This design comes from an exercise in tuning for small area, a short achievable clock period and few clock cycles on the open sky130 flow, not from production work. In this exercise RTL edits were held to simulation tests only and were not proved equivalent to the original.

==> umber: inputs <==
Design swept_box_collision_resolver, start of the top module:
module swept_box_collision_resolver (
  input  logic               clk,
  input  logic               rst_n,
  input  logic               cfg_we,
  input  logic [1:0]         cfg_index,
  input  logic [30:0]        cfg_wdata,
  input  logic               in_valid,
  output logic               in_ready,
  input  logic               in_req_type,
  input  logic [5:0]         in_entry_index,
  input  logic signed [31:0] in_box_x,
  input  logic signed [31:0] in_box_y,
  input  logic [30:0]        in_box_width,
  input  logic [30:0]        in_box_height,
  input  logic               in_box_jumpthrough,
  input  logic signed [31:0] in_last_x,
  input  logic signed [31:0] in_last_y,
  input  logic signed [31:0] in_vel_x,
  input  logic signed [31:0] in_vel_y,
  output logic               out_valid,
  input  logic               out_ready,
  output logic signed [31:0] out_new_x,
  output logic signed [31:0] out_new_y,
  output logic signed [31:0] out_new_last_x,
  output logic signed [31:0] out_new_last_y,
  output logic signed [31:0] out_new_vel_x,
  output logic signed [31:0] out_new_vel_y,
  output logic [3:0]         out_contact_sides,
  output logic [5:0]         out_contact_index,
  output logic               out_any_contact,
  output logic               out_limit_reached
);
Settings: LEC_CHECK=0, CAP_MARGIN=30, CORE_MARGIN=2, CORE_UTILIZATION=35, SETUP_SLACK_MARGIN=5, SLEW_MARGIN=20, SYNTH_MEMORY_MAX_BITS=16384, TNS_END_PERCENT=100; clock period 12.0 ns.
run.sh (not shown) runs the stock make flow with config.mk's settings and CLKGATE_MAP_FILE= SYNTH_SCRIPT=/design/flow/synth_recipe.tcl, a recipe that flattens the netlist after the stock synthesis.
==> tundra (differences from umber) <==
--- a/flow/design.v
+++ b/flow/design.v
@@ -70,22 +70,24 @@
   logic               t_j [N];
   logic               f_valid_r;
   logic               f_type_r;
   logic [3:0]         f_idx_r;
   logic signed [31:0] f_px_r, f_py_r, f_lx_r, f_ly_r, f_vx_r, f_vy_r;
   logic signed [33:0] f_kla_r, f_klb_r, f_kba_r, f_kbb_r;   
+  logic               f_dxp_r, f_dxn_r, f_dyp_r, f_dyn_r;   
   logic [3:0]  state_r;
   logic [5:0]  mul_sel_r;
   logic [5:0]  passes_r;
   logic        any_r, limit_r;
   logic [3:0]  csides_r, cidx_r;
   logic        out_valid_r;
   logic        cmp_pend_r;
   logic        chk_w_r;             
   logic signed [31:0] px_r, py_r, lx_r, ly_r, vx_r, vy_r;
   logic signed [33:0] w_kla_r, w_klb_r, w_kba_r, w_kbb_r;   
+  logic               w_dxp_r, w_dxn_r, w_dyp_r, w_dyn_r;   
   logic [16:0]        rem_r;
   logic [N-1:0] xm_r, ym_r, xr_r, yb_r, pick_r;
   logic [3:0]         ck_r;
   logic               cy_r, cxr_r, cyb_r;
   logic signed [31:0] c_l_r, c_b_r;
   logic signed [32:0] c_r_r, c_t_r;
@@ -146,30 +148,44 @@
   end
   logic signed [31:0] k_la_s, k_lb_s, k_ba_s, k_bb_s;
   assign k_la_s = k_la[31:0];
   assign k_lb_s = k_lb[31:0];
   assign k_ba_s = k_ba[31:0];
   assign k_bb_s = k_bb[31:0];
+  logic               c_dxp, c_dxn, c_dyp, c_dyn;
+  logic signed [32:0] b3x, b3y;
+  logic               hi3x, lo3x, hi3y, lo3y;
+  always_comb begin
+    c_dxp = chk_w_r ? w_dxp_r : f_dxp_r;
+    c_dxn = chk_w_r ? w_dxn_r : f_dxn_r;
+    c_dyp = chk_w_r ? w_dyp_r : f_dyp_r;
+    c_dyn = chk_w_r ? w_dyn_r : f_dyn_r;
+    b3x   = c_dxp ? 33'(k_lb_s) : ~(33'(c_px));
+    b3y   = c_dyp ? 33'(k_bb_s) : ~(33'(c_py));
+    hi3x  = c_dxp && lb_hi;  lo3x = c_dxp && lb_lo;
+    hi3y  = c_dyp && bb_hi;  lo3y = c_dyp && bb_lo;
+  end
   logic [N-1:0] f_xc, f_yc, f_xr, f_yb;
   always_comb begin
     for (int k = 0; k < N; k++) begin
-      logic a1, a2, b1, b2, c1, c2, d1, d2, xr, xl, yb, yt, ovx, ovy;
-      a1 = la_hi || (!la_lo && (t_l[k] < k_la_s));
-      a2 = lb_hi || (!lb_lo && (t_l[k] < k_lb_s));
-      b1 = 33'(c_lx) < t_r[k];
-      b2 = 33'(c_px) < t_r[k];
-      c1 = ba_hi || (!ba_lo && (t_b[k] < k_ba_s));
-      c2 = bb_hi || (!bb_lo && (t_b[k] < k_bb_s));
-      d1 = 33'(c_ly) < t_t[k];
-      d2 = 33'(c_py) < t_t[k];
-      xr  = !a1 && a2;
-      xl  = !b1 && b2;
-      yb  = !c1 && c2;
-      yt  = !d1 && d2;
-      ovx = (b1 || b2) && (a1 || a2);
-      ovy = (d1 || d2) && (c1 || c2);
+      logic a1, b1, c1, d1, e3x, e3y, xr, xl, yb, yt, ovx, ovy;
+      logic signed [32:0] a3x, a3y;
+      a1  = la_hi || (!la_lo && (t_l[k] < k_la_s));
+      b1  = 33'(c_lx) < t_r[k];
+      c1  = ba_hi || (!ba_lo && (t_b[k] < k_ba_s));
+      d1  = 33'(c_ly) < t_t[k];
+      a3x = c_dxp ? 33'(t_l[k]) : ~t_r[k];
+      a3y = c_dyp ? 33'(t_b[k]) : ~t_t[k];
+      e3x = hi3x || (!lo3x && (a3x < b3x));
+      e3y = hi3y || (!lo3y && (a3y < b3y));
+      xr  = c_dxp && !a1 && e3x;
+      xl  = c_dxn && !b1 && e3x;
+      yb  = c_dyp && !c1 && e3y;
+      yt  = c_dyn && !d1 && e3y;
+      ovx = c_dxp ? (b1 && e3x) : c_dxn ? (a1 && e3x) : (a1 && b1);
+      ovy = c_dyp ? (d1 && e3y) : c_dyn ? (c1 && e3y) : (c1 && d1);
       f_xc[k] = vmask_r[k] && ovy && (xr || xl);
       f_yc[k] = vmask_r[k] && ovx && (yb || (yt && !t_j[k]));
       f_xr[k] = xr;
       f_yb[k] = yb;
     end
   end
@@ -324,13 +340,13 @@
     rem_new = rfull_r ? bomt_r : prod_r[32:16];
     u_lim   = passes_r > 6'd32;
     u_go    = !u_lim && (rem_new > 17'd1);
   end
   logic sel_idle, w_end, fin, out_free, take, accept;
   assign out_free = !out_valid_r || out_ready;
-  assign sel_idle = (state_r == S_SEL) && (pend == '0) && !hit_r && !cmp_pend_r;
+  assign sel_idle = (state_r == S_SEL) && (pend == '0) && !hit_r && !(cmp_pend_r && cv_r);
   assign w_end    = sel_idle || state_r == S_LOAD || state_r == S_DONE ||
                     (state_r == S_U5 && !u_go);
   assign fin      = w_end && out_free;
   logic take_ok;
   assign take_ok  = state_r == S_IDLE ||
                     ((sel_idle || state_r == S_LOAD || state_r == S_DONE) && out_free);
@@ -381,12 +397,16 @@
       f_vx_r   <= in_req_type ? in_vel_x : {31'b0, in_box_jumpthrough};
       f_vy_r   <= in_vel_y;
       f_kla_r  <= 34'(in_last_x) + 34'(pwm1_r);
       f_klb_r  <= 34'(in_box_x) + 34'(pwm1_r);
       f_kba_r  <= 34'(in_last_y) + 34'(phm1_r);
       f_kbb_r  <= 34'(in_box_y) + 34'(phm1_r);
+      f_dxp_r  <= in_box_x > in_last_x;
+      f_dxn_r  <= in_box_x < in_last_x;
+      f_dyp_r  <= in_box_y > in_last_y;
+      f_dyn_r  <= in_box_y < in_last_y;
     end
   end
   logic tab_we;
   assign tab_we = f_valid_r && !f_type_r &&
                   (state_r == S_IDLE || sel_idle || state_r == S_LOAD || state_r == S_DONE ||
                    !rst_n);
@@ -411,13 +431,13 @@
       case (state_r)
         S_IDLE: ;
         S_SEL: begin
           if (pend != '0)           state_n = S_DIV;
           else if (fast_hit)        state_n = S_U1;
           else if (hit_r || better) state_n = S_U0;
-          else if (cmp_pend_r)      state_n = S_SEL;
+          else if (cmp_pend_r && cv_r) state_n = S_SEL;
           else                      state_n = out_free ? S_IDLE : S_DONE;
         end
         S_DPREP: state_n = S_DIV;
         S_DIV:   if (dfirst_r ? (qzero || qone) : (dcnt_r == 2'd3)) state_n = S_MUL1;
         S_MUL1:  state_n = S_MUL2;
         S_MUL2:  state_n = S_P2;
@@ -473,12 +493,16 @@
       vx_r     <= f_type_r ? f_vx_r : '0;
       vy_r     <= f_type_r ? f_vy_r : '0;
       w_kla_r  <= f_kla_r;
       w_klb_r  <= f_klb_r;
       w_kba_r  <= f_kba_r;
       w_kbb_r  <= f_kbb_r;
+      w_dxp_r  <= f_dxp_r;
+      w_dxn_r  <= f_dxn_r;
+      w_dyp_r  <= f_dyp_r;
+      w_dyn_r  <= f_dyn_r;
       rem_r    <= Q_ONE;
       rfull_r  <= 1'b1;
       passes_r <= '0;
       any_r    <= 1'b0;
       limit_r  <= 1'b0;
       csides_r <= '0;
@@ -516,21 +540,29 @@
               lx_r    <= bpo_r;
               px_r    <= po_r;
               w_kba_r <= kpa_new;
               w_kbb_r <= kpa_new;
               w_kla_r <= kbo_r;
               w_klb_r <= 34'(po_r) + 34'(pwm1_r);
+              w_dyp_r <= 1'b0;
+              w_dyn_r <= 1'b0;
+              w_dxp_r <= po_r > bpo_r;
+              w_dxn_r <= po_r < bpo_r;
             end else begin
               px_r    <= pa_new[31:0];
               lx_r    <= pa_new[31:0];
               ly_r    <= bpo_r;
               py_r    <= po_r;
               w_kla_r <= kpa_new;
               w_klb_r <= kpa_new;
               w_kba_r <= kbo_r;
               w_kbb_r <= 34'(po_r) + 34'(phm1_r);
+              w_dxp_r <= 1'b0;
+              w_dxn_r <= 1'b0;
+              w_dyp_r <= po_r > bpo_r;
+              w_dyn_r <= po_r < bpo_r;
             end
           end
           passes_r <= passes_r + 6'd1;
         end
         S_U4: begin
           po_r <= po_new;
@@ -550,14 +582,25 @@
             w_kla_r <= kpa_r;
             w_klb_r <= kpa_r;
             w_kba_r <= kbo_r;
           end
         end
         S_U6: begin
-          if (baxis_r) w_klb_r <= 34'(po_r) + 34'(pwm1_r);
-          else         w_kbb_r <= 34'(po_r) + 34'(phm1_r);
+          if (baxis_r) begin
+            w_klb_r <= 34'(po_r) + 34'(pwm1_r);
+            w_dyp_r <= 1'b0;
+            w_dyn_r <= 1'b0;
+            w_dxp_r <= po_r > bpo_r;
+            w_dxn_r <= po_r < bpo_r;
+          end else begin
+            w_kbb_r <= 34'(po_r) + 34'(phm1_r);
+            w_dxp_r <= 1'b0;
+            w_dxn_r <= 1'b0;
+            w_dyp_r <= po_r > bpo_r;
+            w_dyn_r <= po_r < bpo_r;
+          end
         end
         S_U5: begin
           rem_r   <= rem_new;
           rfull_r <= 1'b0;
           if (u_lim) limit_r <= 1'b1;
         end
--- a/flow/config.mk
+++ b/flow/config.mk
@@ -5,10 +5,10 @@
 export SDC_FILE = /design/flow/constraint.sdc
 export NUM_CORES = 4
 export LEC_CHECK = 0
 export CAP_MARGIN = 30
 export CORE_MARGIN = 2
 export CORE_UTILIZATION = 35
-export SETUP_SLACK_MARGIN = 5
-export SLEW_MARGIN = 20
+export PLACE_DENSITY = 0.5
+export SETUP_SLACK_MARGIN = 3.5
+export SLEW_MARGIN = 40
 export SYNTH_MEMORY_MAX_BITS = 16384
-export TNS_END_PERCENT = 100
==> metrics.cfg <==
[outcome]
outcome = failed layout checks
violations = slew limit

[cells_and_area]
nets = 39800
multi_input_area_sq_mm = 0.198
sh_seq_area_pct = 31.4

[synth]
synth_compound_area_share_pct = 18.6
yosysTopAreaCellShare_pct = 34.6

[global_route]
antenna_found_initial = 336
grt_usage_pct = 37.2

[clock_tree]
cts-buffers-inserted = 549
post-cts-setup-buffers = 209

[detailed_routing]
wl_met3_mm = 267

[sta]
report.final.slew_viol_count = 60
whs_ps = 418

The numbers above come from umber.

==> metrics.cfg <==
[outcome]
outcome = timing/DRC/antenna clean

[sta]
grt_setup_unrepaired = true
whs_ps = 435
report.final.slew_viol_count = 0

[clock_tree]
clockBufferDepth = 5
worst_skew_pair.late_latency_ps = 1140
cts-buffers-inserted = 570
post-cts-setup-buffers = 45

[cells_and_area]
nets = 39400
sh_seq_area_pct = 32.3
multi_input_area_sq_mm = 0.189

[global_route]
antenna_found_initial = 396
grt_usage_pct = 47.0

[synth]
synthTopCellsByArea = edfxtp_1, ha_1, o21ai_0, nand2_1, a21o_1
synth_compound_area_share_pct = 19.7
yosysTopAreaCellShare_pct = 35.2

[detailed_routing]
wl_met3_mm = 288

[critical_path]
cpPeakStageDelay_ps = 810

The numbers above come from tundra.

Testbench counts of umber, summed over its fixed seeds: cycles 7,056.
Testbench counts of tundra, summed over its fixed seeds: cycles 7,006.

==> static timing again, ports no longer ideal <==
The results above use ideal ports. As a check the final layouts listed here were re-extracted and re-timed, cells and wires unchanged.
Step 1: set_driving_cell puts a clkbuf_16 on clk and a buf_2 on each other input, an assumption about the parent block.
Step 2 times the ports against the registers' clock, not the clock port: input delays grow and output delays shrink by t, the midpoint of the rising clock arrivals with the driver on.
Three values: ideal ports, drivers, drivers and shift; two values: the first two.
run	shift t [ns]	slack for setup (ns)	hold slack, ns	worst register clock-pin slew, ns
umber	1.222	4.420 / 4.420 / 3.773	0.418 / 0.418 / 0.418	0.07 / 0.07
tundra	1.262	3.371 / 3.371 / 3.371	0.435 / 0.435 / 0.435	0.07 / 0.07
For umber, which loses most, drivers alone change the setup slack by 0.000 ns; drivers and shift together by -0.647 ns.
